Context: an optimization exercise on an open-source flow, tuned for small area and a short achievable clock period. The choices shown serve that exercise and are no tape-out recipe. Function was checked by simulation only, so behaviour that the tests miss may differ from the original. Power is estimated from default activity; no workload was simulated.

// echo_train_gen
module echo_train_gen #(
  parameter int N_ECHO  = 5,
  parameter int DW      = 10,
  parameter int CNT_W   = 16,
  parameter int PERIOD  = 200,
  parameter int NOISE_W = 4
) (
  input  logic                          clk,
  input  logic                          reset,
  input  logic                          start,
  input  logic                          stop,
  input  logic                          mode,
  input  logic                          noise_en,
  input  logic [8*(N_ECHO+1)-1:0]       amp_i,
  input  logic [CNT_W*(N_ECHO+1)-1:0]   delay_i,
  output logic [DW-1:0]                 sum_o,
  output logic [7:0]                    start_o,
  output logic                          busy,
  output logic                          frame_o
);
Size: ~2300 cells after synthesis, roughly 320 flip-flops, about 23000 µm² of cells after synthesis.
==> module echo_train_gen, before the edit <==
module echo_train_gen #(
  parameter int N_ECHO  = 5,
  parameter int DW      = 10,
  parameter int CNT_W   = 16,
  parameter int PERIOD  = 200,
  parameter int NOISE_W = 4
) (
  input  logic                          clk,
  input  logic                          reset,
  input  logic                          start,
  input  logic                          stop,
  input  logic                          mode,
  input  logic                          noise_en,
  input  logic [8*(N_ECHO+1)-1:0]       amp_i,
  input  logic [CNT_W*(N_ECHO+1)-1:0]   delay_i,
  output logic [DW-1:0]                 sum_o,
  output logic [7:0]                    start_o,
  output logic                          busy,
  output logic                          frame_o
);
  localparam int NP = N_ECHO + 1;
  logic             run_q;
  logic             last_q;
  logic             first_q;
  logic [7:0]       cnt_q;
  logic [15:0]      lfsr_q;
  logic [DW-1:0]    sum_q;
  logic [7:0]       st_q;
  logic             frame_q;
  logic [7:0]       amp_q [NP];
  logic [7:0]       pos_q [NP];
  logic [7:0]       sb_q  [NP];
  logic [7:0]       h1_q  [NP];
  logic [7:0]       h2_q  [NP];
  logic             hc_q  [NP];
  logic [10:0]      y1_q, y2_q, y3_q;
  logic [7:0]       p0_q;
  logic go, ld;
  assign go = run_q && !stop;
  assign ld = !run_q || last_q;
  logic [7:0] sb_d [NP];
  for (genvar k = 0; k < NP; k++) begin : g_shape
    logic [7:0] u;
    logic       win;
    logic [7:0] s4;
    assign u = pos_q[k];
    assign win = (u[7:4] == 4'd0 && u[3:0] <= 4'd11) || (u[7:2] == 6'h3F);
    localparam logic [127:0] SHAPE4 = 128'h230e0502050e23477cb9ebffebb97c47;
    assign s4 = SHAPE4[8*u[3:0] +: 8];
    assign sb_d[k] = win ? s4 : 8'd0;
  end
  logic [7:0] h1_d [NP];
  logic [7:0] h2_d [NP];
  logic       hc_d [NP];
  for (genvar k = 0; k < NP; k++) begin : g_mul
    etg_mul u_mul (.a(amp_q[k]), .s(sb_q[k]), .h1(h1_d[k]), .h2(h2_d[k]), .hc(hc_d[k]));
  end
  logic [10:0] y1_d, y2_d, y3_d;
  etg_sum u_sum (
    .h1({h1_q[5], h1_q[4], h1_q[3], h1_q[2], h1_q[1], h1_q[0]}),
    .h2({h2_q[5], h2_q[4], h2_q[3], h2_q[2], h2_q[1], h2_q[0]}),
    .hc({hc_q[5], hc_q[4], hc_q[3], hc_q[2], hc_q[1], hc_q[0]}),
    .y1(y1_d), .y2(y2_d), .y3(y3_d));
  logic       v0   [NP];
  logic       z0_q [NP];  
  for (genvar k = 0; k < NP; k++) begin : g_early
    assign v0[k] = z0_q[k] && amp_q[k][7];
  end
  logic [7:0] sb_in [NP];    
  logic [1:0] h1_in [NP];    
  logic       h2_in [NP];
  logic       hc_in [NP];
  logic       z0_in [NP];
  logic [7:0] pos_in [NP];
  always_comb begin
    for (int k = 0; k < NP; k++) begin
      logic [7:0]  a;
      logic [15:0] d;
      logic        hz, d0, d1, d2;
      logic [8:0]  lo5;
      a  = amp_i[8*k +: 8];
      d  = delay_i[CNT_W*k +: CNT_W];
      hz = d[15:2] == 14'd0;
      d0 = hz && d[1:0] == 2'd0;
      d1 = hz && d[1:0] == 2'd1;
      d2 = hz && d[1:0] == 2'd2;
      lo5 = {1'b0, a[5:0], 2'b00} + {1'b0, a};
      z0_in[k]  = d0;
      sb_in[k]  = d0 ? 8'd14 : d1 ? 8'd5 : d2 ? 8'd2 : 8'd0;
      h1_in[k]  = d0 ? a[7:6] : 2'd0;
      h2_in[k]  = d1 && a[7];
      hc_in[k]  = d0 && lo5[8];
      pos_in[k] = (d[15:8] != 8'd0 || d[7:0] >= 8'(PERIOD)) ? 8'd13 : ~d[7:0];
    end
  end
  logic [2:0] x0;
  logic [4:0] x0n;
  logic s1, c1, s2, c2, s3, c3, s4, c4;
  assign s1 = v0[0] ^ v0[1] ^ v0[2];
  assign c1 = (v0[0] & v0[1]) | (v0[2] & (v0[0] ^ v0[1]));
  assign s2 = v0[3] ^ v0[4] ^ v0[5];
  assign c2 = (v0[3] & v0[4]) | (v0[5] & (v0[3] ^ v0[4]));
  assign s3 = s1 ^ s2 ^ lfsr_q[0];
  assign c3 = (s1 & s2) | (lfsr_q[0] & (s1 ^ s2));
  assign s4 = c1 ^ c2 ^ lfsr_q[1];
  assign c4 = (c1 & c2) | (lfsr_q[1] & (c1 ^ c2));
  assign x0  = {1'b0, c1, s1} + {1'b0, c2, s2};
  assign x0n = {1'b0, lfsr_q[3:2], s4, s3} + {1'b0, c4, c3, 1'b0};
  logic [10:0]   xs, xns;
  logic [DW-1:0] xsat, xnsat;
  assign xs    = y1_q + y2_q + y3_q;
  assign xns   = y1_q + y2_q + y3_q + 11'(lfsr_q[3:0]);
  assign xsat  = first_q ? 10'(x0)  : xs[10]  ? 10'd1023 : xs[9:0];
  assign xnsat = first_q ? 10'(x0n) : xns[10] ? 10'd1023 : xns[9:0];
  always_ff @(posedge clk or posedge reset) begin
    if (reset) begin
      run_q   <= 1'b0;
      lfsr_q  <= 16'hACE1;
      sum_q   <= '0;
      st_q    <= '0;
      frame_q <= 1'b0;
    end else begin
      run_q   <= run_q ? !(stop || (last_q && !mode)) : (start && !stop);
      if (run_q) lfsr_q <= {lfsr_q[0] ^ lfsr_q[2] ^ lfsr_q[3] ^ lfsr_q[5], lfsr_q[15:1]};
      sum_q   <= go ? (noise_en ? xnsat : xsat) : 10'd0;
      st_q    <= go ? (first_q ? {7'd0, v0[0]} : p0_q) : 8'd0;
      frame_q <= go && last_q;
    end
  end
  always_ff @(posedge clk) begin
    cnt_q   <= ld ? 8'd0 : cnt_q + 8'd1;
    last_q  <= run_q && cnt_q == 8'(PERIOD - 2);
    first_q <= ld;
    for (int k = 0; k < NP; k++) begin
      if (ld) begin
        amp_q[k] <= amp_i[8*k +: 8];
        z0_q[k]  <= z0_in[k];
        pos_q[k] <= pos_in[k];
        sb_q[k]  <= sb_in[k];
        h1_q[k]  <= {6'd0, h1_in[k]};
        h2_q[k]  <= {7'd0, h2_in[k]};
        hc_q[k]  <= hc_in[k];
      end else begin
        pos_q[k] <= pos_q[k] + 8'd1;
        sb_q[k]  <= sb_d[k];
        h1_q[k]  <= h1_d[k];
        h2_q[k]  <= h2_d[k];
        hc_q[k]  <= hc_d[k];
      end
    end
    y1_q <= y1_d;
    y2_q <= y2_d;
    y3_q <= y3_d;
    p0_q <= h1_q[0] + h2_q[0] + {7'd0, hc_q[0]};
  end
  assign sum_o   = sum_q;
  assign start_o = st_q;
  assign frame_o = frame_q;
  assign busy    = run_q;
endmodule
export LEC_CHECK = 0
export CAP_MARGIN = 20
export CORE_MARGIN = 2
export CORE_UTILIZATION = 40
export SETUP_SLACK_MARGIN = 5
export SLEW_MARGIN = 20
create_clock -name core_clock -period 10.5 [get_ports {clk}]
standard.sh (not shown) runs the stock make flow with config.mk's settings and CLKGATE_MAP_FILE= SYNTH_SCRIPT=/design/flow/synth_recipe.tcl, a recipe that flattens the netlist after the stock synthesis.
==> flow/flow/run.sh <==
#!/bin/bash
set -euo pipefail
MARGIN=${MARGIN:-6.5}
PORTBUF=${PORTBUF:-sky130_fd_sc_hd__buf_1}
sed -e "s/SETUP_SLACK_MARGIN=[0-9.]*/SETUP_SLACK_MARGIN=$MARGIN/" \
    -e "s/\"\${@:-finish}\"/BUFFER_PORTS_ARGS='-buffer_cell $PORTBUF' \"\${@:-finish}\"/" \
    standard.sh > standard_flow.sh
bash standard_flow.sh > standard.log 2>&1
Rerun with:
--- a/flow/design.v
+++ b/flow/design.v
@@ -25,29 +25,29 @@
   logic [7:0]       cnt_q;
   logic [15:0]      lfsr_q;
   logic [DW-1:0]    sum_q;
   logic [7:0]       st_q;
   logic             frame_q;
   logic [7:0]       amp_q [NP];
-  logic [7:0]       pos_q [NP];
+  logic [8:0]       pos_q [NP];
   logic [7:0]       sb_q  [NP];
   logic [7:0]       h1_q  [NP];
   logic [7:0]       h2_q  [NP];
   logic             hc_q  [NP];
   logic [10:0]      y1_q, y2_q, y3_q;
   logic [7:0]       p0_q;
   logic go, ld;
   assign go = run_q && !stop;
   assign ld = !run_q || last_q;
   logic [7:0] sb_d [NP];
   for (genvar k = 0; k < NP; k++) begin : g_shape
-    logic [7:0] u;
+    logic [8:0] u;
     logic       win;
     logic [7:0] s4;
     assign u = pos_q[k];
-    assign win = (u[7:4] == 4'd0 && u[3:0] <= 4'd11) || (u[7:2] == 6'h3F);
+    assign win = (u[8:4] == 5'd0 && u[3:0] <= 4'd11) || (u[8:2] == 7'h7F);
     localparam logic [127:0] SHAPE4 = 128'h230e0502050e23477cb9ebffebb97c47;
     assign s4 = SHAPE4[8*u[3:0] +: 8];
     assign sb_d[k] = win ? s4 : 8'd0;
   end
   logic [7:0] h1_d [NP];
   logic [7:0] h2_d [NP];
@@ -68,13 +68,13 @@
   end
   logic [7:0] sb_in [NP];    
   logic [1:0] h1_in [NP];    
   logic       h2_in [NP];
   logic       hc_in [NP];
   logic       z0_in [NP];
-  logic [7:0] pos_in [NP];
+  logic [8:0] pos_in [NP];
   always_comb begin
     for (int k = 0; k < NP; k++) begin
       logic [7:0]  a;
       logic [15:0] d;
       logic        hz, d0, d1, d2;
       logic [8:0]  lo5;
@@ -87,13 +87,13 @@
       lo5 = {1'b0, a[5:0], 2'b00} + {1'b0, a};
       z0_in[k]  = d0;
       sb_in[k]  = d0 ? 8'd14 : d1 ? 8'd5 : d2 ? 8'd2 : 8'd0;
       h1_in[k]  = d0 ? a[7:6] : 2'd0;
       h2_in[k]  = d1 && a[7];
       hc_in[k]  = d0 && lo5[8];
-      pos_in[k] = (d[15:8] != 8'd0 || d[7:0] >= 8'(PERIOD)) ? 8'd13 : ~d[7:0];
+      pos_in[k] = (d[15:8] != 8'd0) ? 9'h100 : {1'b1, ~d[7:0]};
     end
   end
   logic [2:0] x0;
   logic [4:0] x0n;
   logic s1, c1, s2, c2, s3, c3, s4, c4;
   assign s1 = v0[0] ^ v0[1] ^ v0[2];
@@ -138,13 +138,13 @@
         pos_q[k] <= pos_in[k];
         sb_q[k]  <= sb_in[k];
         h1_q[k]  <= {6'd0, h1_in[k]};
         h2_q[k]  <= {7'd0, h2_in[k]};
         hc_q[k]  <= hc_in[k];
       end else begin
-        pos_q[k] <= pos_q[k] + 8'd1;
+        pos_q[k] <= pos_q[k] + 9'd1;
         sb_q[k]  <= sb_d[k];
         h1_q[k]  <= h1_d[k];
         h2_q[k]  <= h2_d[k];
         hc_q[k]  <= hc_d[k];
       end
     end
Routed wire length increases by 2.0%.
Hold slack gets worse by 0.0080 ns.
Sequential share of layout area grows by 0.20 points.
Setup slack gets better by 0.010 ns.
Via count is higher by 1.2%.
Core utilization goes down by 0.34 points.
Combinational power goes down by 34%.
Sequential cell count went up by 6.
Register-to-register slack hardly moves.
Cell area rose by 0.95%.
Die area rises by 1.1%.

========
== the baseline ==
echo_train_gen with an RTL version that a note above also has.
Size: roughly 2400 cells after synthesis, about 330 flip-flops, about 24000 µm² of cells after synthesis.
==> module echo_train_gen, before the edit <==
module echo_train_gen #(
  parameter int N_ECHO  = 5,
  parameter int DW      = 10,
  parameter int CNT_W   = 16,
  parameter int PERIOD  = 200,
  parameter int NOISE_W = 4
) (
  input  logic                          clk,
  input  logic                          reset,
  input  logic                          start,
  input  logic                          stop,
  input  logic                          mode,
  input  logic                          noise_en,
  input  logic [8*(N_ECHO+1)-1:0]       amp_i,
  input  logic [CNT_W*(N_ECHO+1)-1:0]   delay_i,
  output logic [DW-1:0]                 sum_o,
  output logic [7:0]                    start_o,
  output logic                          busy,
  output logic                          frame_o
);
  localparam int NP = N_ECHO + 1;
  logic             run_q;
  logic             last_q;
  logic             first_q;
  logic [7:0]       cnt_q;
  logic [15:0]      lfsr_q;
  logic [DW-1:0]    sum_q;
  logic [7:0]       st_q;
  logic             frame_q;
  logic [7:0]       amp_q [NP];
  logic [8:0]       pos_q [NP];
  logic [7:0]       sb_q  [NP];
  logic [7:0]       h1_q  [NP];
  logic [7:0]       h2_q  [NP];
  logic             hc_q  [NP];
  logic [10:0]      y1_q, y2_q, y3_q;
  logic [7:0]       p0_q;
  logic go, ld;
  assign go = run_q && !stop;
  assign ld = !run_q || last_q;
  logic [7:0] sb_d [NP];
  for (genvar k = 0; k < NP; k++) begin : g_shape
    logic [8:0] u;
    logic       win;
    logic [7:0] s4;
    assign u = pos_q[k];
    assign win = (u[8:4] == 5'd0 && u[3:0] <= 4'd11) || (u[8:2] == 7'h7F);
    localparam logic [127:0] SHAPE4 = 128'h230e0502050e23477cb9ebffebb97c47;
    assign s4 = SHAPE4[8*u[3:0] +: 8];
    assign sb_d[k] = win ? s4 : 8'd0;
  end
  logic [7:0] h1_d [NP];
  logic [7:0] h2_d [NP];
  logic       hc_d [NP];
  for (genvar k = 0; k < NP; k++) begin : g_mul
    etg_mul u_mul (.a(amp_q[k]), .s(sb_q[k]), .h1(h1_d[k]), .h2(h2_d[k]), .hc(hc_d[k]));
  end
  logic [10:0] y1_d, y2_d, y3_d;
  etg_sum u_sum (
    .h1({h1_q[5], h1_q[4], h1_q[3], h1_q[2], h1_q[1], h1_q[0]}),
    .h2({h2_q[5], h2_q[4], h2_q[3], h2_q[2], h2_q[1], h2_q[0]}),
    .hc({hc_q[5], hc_q[4], hc_q[3], hc_q[2], hc_q[1], hc_q[0]}),
    .y1(y1_d), .y2(y2_d), .y3(y3_d));
  logic       v0   [NP];
  logic       z0_q [NP];  
  for (genvar k = 0; k < NP; k++) begin : g_early
    assign v0[k] = z0_q[k] && amp_q[k][7];
  end
  logic [7:0] sb_in [NP];    
  logic [1:0] h1_in [NP];    
  logic       h2_in [NP];
  logic       hc_in [NP];
  logic       z0_in [NP];
  logic [8:0] pos_in [NP];
  always_comb begin
    for (int k = 0; k < NP; k++) begin
      logic [7:0]  a;
      logic [15:0] d;
      logic        hz, d0, d1, d2;
      logic [8:0]  lo5;
      a  = amp_i[8*k +: 8];
      d  = delay_i[CNT_W*k +: CNT_W];
      hz = d[15:2] == 14'd0;
      d0 = hz && d[1:0] == 2'd0;
      d1 = hz && d[1:0] == 2'd1;
      d2 = hz && d[1:0] == 2'd2;
      lo5 = {1'b0, a[5:0], 2'b00} + {1'b0, a};
      z0_in[k]  = d0;
      sb_in[k]  = d0 ? 8'd14 : d1 ? 8'd5 : d2 ? 8'd2 : 8'd0;
      h1_in[k]  = d0 ? a[7:6] : 2'd0;
      h2_in[k]  = d1 && a[7];
      hc_in[k]  = d0 && lo5[8];
      pos_in[k] = (d[15:8] != 8'd0) ? 9'h100 : {1'b1, ~d[7:0]};
    end
  end
  logic [2:0] x0;
  logic [4:0] x0n;
  logic s1, c1, s2, c2, s3, c3, s4, c4;
  assign s1 = v0[0] ^ v0[1] ^ v0[2];
  assign c1 = (v0[0] & v0[1]) | (v0[2] & (v0[0] ^ v0[1]));
  assign s2 = v0[3] ^ v0[4] ^ v0[5];
  assign c2 = (v0[3] & v0[4]) | (v0[5] & (v0[3] ^ v0[4]));
  assign s3 = s1 ^ s2 ^ lfsr_q[0];
  assign c3 = (s1 & s2) | (lfsr_q[0] & (s1 ^ s2));
  assign s4 = c1 ^ c2 ^ lfsr_q[1];
  assign c4 = (c1 & c2) | (lfsr_q[1] & (c1 ^ c2));
  assign x0  = {1'b0, c1, s1} + {1'b0, c2, s2};
  assign x0n = {1'b0, lfsr_q[3:2], s4, s3} + {1'b0, c4, c3, 1'b0};
  logic [10:0]   xs, xns;
  logic [DW-1:0] xsat, xnsat;
  assign xs    = y1_q + y2_q + y3_q;
  assign xns   = y1_q + y2_q + y3_q + 11'(lfsr_q[3:0]);
  assign xsat  = first_q ? 10'(x0)  : xs[10]  ? 10'd1023 : xs[9:0];
  assign xnsat = first_q ? 10'(x0n) : xns[10] ? 10'd1023 : xns[9:0];
  always_ff @(posedge clk or posedge reset) begin
    if (reset) begin
      run_q   <= 1'b0;
      lfsr_q  <= 16'hACE1;
      sum_q   <= '0;
      st_q    <= '0;
      frame_q <= 1'b0;
    end else begin
      run_q   <= run_q ? !(stop || (last_q && !mode)) : (start && !stop);
      if (run_q) lfsr_q <= {lfsr_q[0] ^ lfsr_q[2] ^ lfsr_q[3] ^ lfsr_q[5], lfsr_q[15:1]};
      sum_q   <= go ? (noise_en ? xnsat : xsat) : 10'd0;
      st_q    <= go ? (first_q ? {7'd0, v0[0]} : p0_q) : 8'd0;
      frame_q <= go && last_q;
    end
  end
  always_ff @(posedge clk) begin
    cnt_q   <= ld ? 8'd0 : cnt_q + 8'd1;
    last_q  <= run_q && cnt_q == 8'(PERIOD - 2);
    first_q <= ld;
    for (int k = 0; k < NP; k++) begin
      if (ld) begin
        amp_q[k] <= amp_i[8*k +: 8];
        z0_q[k]  <= z0_in[k];
        pos_q[k] <= pos_in[k];
        sb_q[k]  <= sb_in[k];
        h1_q[k]  <= {6'd0, h1_in[k]};
        h2_q[k]  <= {7'd0, h2_in[k]};
        hc_q[k]  <= hc_in[k];
      end else begin
        pos_q[k] <= pos_q[k] + 9'd1;
        sb_q[k]  <= sb_d[k];
        h1_q[k]  <= h1_d[k];
        h2_q[k]  <= h2_d[k];
        hc_q[k]  <= hc_d[k];
      end
    end
    y1_q <= y1_d;
    y2_q <= y2_d;
    y3_q <= y3_d;
    p0_q <= h1_q[0] + h2_q[0] + {7'd0, hc_q[0]};
  end
  assign sum_o   = sum_q;
  assign start_o = st_q;
  assign frame_o = frame_q;
  assign busy    = run_q;
endmodule
==> flow/config.mk <==
export PLATFORM = sky130hd
export DESIGN_NAME = echo_train_gen
export DESIGN_NICKNAME = echo_train_gen
export VERILOG_FILES = /design/flow/design.v
export SDC_FILE = /design/flow/constraint.sdc
export NUM_CORES = 4
export LEC_CHECK = 0
export CAP_MARGIN = 20
export CORE_MARGIN = 2
export CORE_UTILIZATION = 40
export SETUP_SLACK_MARGIN = 5
export SLEW_MARGIN = 20
==> flow/constraint.sdc <==
create_clock -name core_clock -period 10.5 [get_ports {clk}]
set_input_delay 2.1000 -clock core_clock [delete_from_list [all_inputs] [get_ports {clk}]]
set_output_delay 2.1000 -clock core_clock [all_outputs]
set_load 0.01 [all_outputs]
==> flow/flow/run.sh <==
#!/bin/bash
set -euo pipefail
MARGIN=${MARGIN:-7}
PORTBUF=${PORTBUF:-sky130_fd_sc_hd__buf_1}
sed -e "s/SETUP_SLACK_MARGIN=[0-9.]*/SETUP_SLACK_MARGIN=$MARGIN/" \
    -e "s/\"\${@:-finish}\"/BUFFER_PORTS_ARGS='-buffer_cell $PORTBUF' \"\${@:-finish}\"/" \
    standard.sh > standard_flow.sh
bash standard_flow.sh > standard.log 2>&1
The baseline: done, clean on timing, DRC and antenna
Modified inputs, the candidate compared to the baseline
--- a/flow/design.v
+++ b/flow/design.v
@@ -26,11 +26,11 @@
   logic [15:0]      lfsr_q;
   logic [DW-1:0]    sum_q;
   logic [7:0]       st_q;
   logic             frame_q;
   logic [7:0]       amp_q [NP];
-  logic [8:0]       pos_q [NP];
+  logic [7:0]       pos_q [NP];
   logic [7:0]       sb_q  [NP];
   logic [7:0]       h1_q  [NP];
   logic [7:0]       h2_q  [NP];
   logic             hc_q  [NP];
   logic [10:0]      y1_q, y2_q, y3_q;
@@ -38,15 +38,15 @@
   logic go, ld;
   assign go = run_q && !stop;
   assign ld = !run_q || last_q;
   logic [7:0] sb_d [NP];
   for (genvar k = 0; k < NP; k++) begin : g_shape
-    logic [8:0] u;
+    logic [7:0] u;
     logic       win;
     logic [7:0] s4;
     assign u = pos_q[k];
-    assign win = (u[8:4] == 5'd0 && u[3:0] <= 4'd11) || (u[8:2] == 7'h7F);
+    assign win = (u[7:4] == 4'd0 && u[3:0] <= 4'd11) || (u[7:2] == 6'h3F);
     localparam logic [127:0] SHAPE4 = 128'h230e0502050e23477cb9ebffebb97c47;
     assign s4 = SHAPE4[8*u[3:0] +: 8];
     assign sb_d[k] = win ? s4 : 8'd0;
   end
   logic [7:0] h1_d [NP];
@@ -69,11 +69,11 @@
   logic [7:0] sb_in [NP];    
   logic [1:0] h1_in [NP];    
   logic       h2_in [NP];
   logic       hc_in [NP];
   logic       z0_in [NP];
-  logic [8:0] pos_in [NP];
+  logic [7:0] pos_in [NP];
   always_comb begin
     for (int k = 0; k < NP; k++) begin
       logic [7:0]  a;
       logic [15:0] d;
       logic        hz, d0, d1, d2;
@@ -88,11 +88,11 @@
       z0_in[k]  = d0;
       sb_in[k]  = d0 ? 8'd14 : d1 ? 8'd5 : d2 ? 8'd2 : 8'd0;
       h1_in[k]  = d0 ? a[7:6] : 2'd0;
       h2_in[k]  = d1 && a[7];
       hc_in[k]  = d0 && lo5[8];
-      pos_in[k] = (d[15:8] != 8'd0) ? 9'h100 : {1'b1, ~d[7:0]};
+      pos_in[k] = (d[15:8] != 8'd0 || d[7:0] >= 8'(PERIOD)) ? 8'd13 : ~d[7:0];
     end
   end
   logic [2:0] x0;
   logic [4:0] x0n;
   logic s1, c1, s2, c2, s3, c3, s4, c4;
@@ -139,11 +139,11 @@
         sb_q[k]  <= sb_in[k];
         h1_q[k]  <= {6'd0, h1_in[k]};
         h2_q[k]  <= {7'd0, h2_in[k]};
         hc_q[k]  <= hc_in[k];
       end else begin
-        pos_q[k] <= pos_q[k] + 9'd1;
+        pos_q[k] <= pos_q[k] + 8'd1;
         sb_q[k]  <= sb_d[k];
         h1_q[k]  <= h1_d[k];
         h2_q[k]  <= h2_d[k];
         hc_q[k]  <= hc_d[k];
       end
--- outcome ---
- Relative to the baseline, the post-placement cell area measured on the candidate has decreased slightly.
- Going from the baseline to the candidate, share of the clock period used by the worst path roughly the same; final-layout non-clock buffer area share -0.45 points; sequential cell count of the final layout decreased by 6 relative to the old numbers; wire length now sits lower.
- Re number of H-tree levels: no difference whatsoever between the candidate and the baseline.
- The baseline → the candidate: via count shrank by about 1.1%; count of antenna-violating nets left after detailed routing stayed essentially flat.
- Compared with the baseline, the candidate has less setup slack.
- Capturing element of the worst setup path = hc_q[0]: the candidate; capturing element of the worst setup path = hc_q[3]: the baseline
- Summary: with the baseline as the reference, area after synthesis in the candidate moved down slightly.
- Compared the candidate vs the baseline, and clock sink count is down in the candidate.

static timing again, ports no longer ideal:
Ports are ideal in the flow. The routed layouts listed here were re-timed in OpenROAD.
Step 1 (the two cells are an assumption about what drives the block):
set clk [get_ports {clk}]
set_driving_cell -lib_cell sky130_fd_sc_hd__clkbuf_16 $clk
set_driving_cell -lib_cell sky130_fd_sc_hd__buf_2 [delete_from_list [all_inputs] $clk]
Step 2 moves the port delays by t, midway between the first and last clock arrival at a register: inputs arrive t later, outputs are due t later. That takes back most of the time a late clock gives input paths.
a / b / c = no drivers / after step 1 / after step 2; a / b = the first two.
run | t, ns | slack for setup (ns) | slew at the worst register clock pin (ns) | worst slew at a driven data input, ns | cell pins on the clock port's net
the first run of note 1 | 0.609 | 6.732 / 6.673 / 6.516 | 0.07 / 0.07 | 0.06 | 1
the second run of note 1 | 0.611 | 6.742 / 6.682 / 6.565 | 0.06 / 0.06 | 0.05 | 1
the baseline | 0.621 | 7.091 / 7.047 / 6.678 | 0.06 / 0.06 | 0.04 | 1
the candidate | 0.613 | 7.077 / 7.046 / 6.567 | 0.06 / 0.06 | 0.06 | 1
After both steps setup and hold are still met in every run listed. The setup slack of the candidate, which loses most, moves by -0.031 ns with the drivers and by -0.510 ns with both steps.
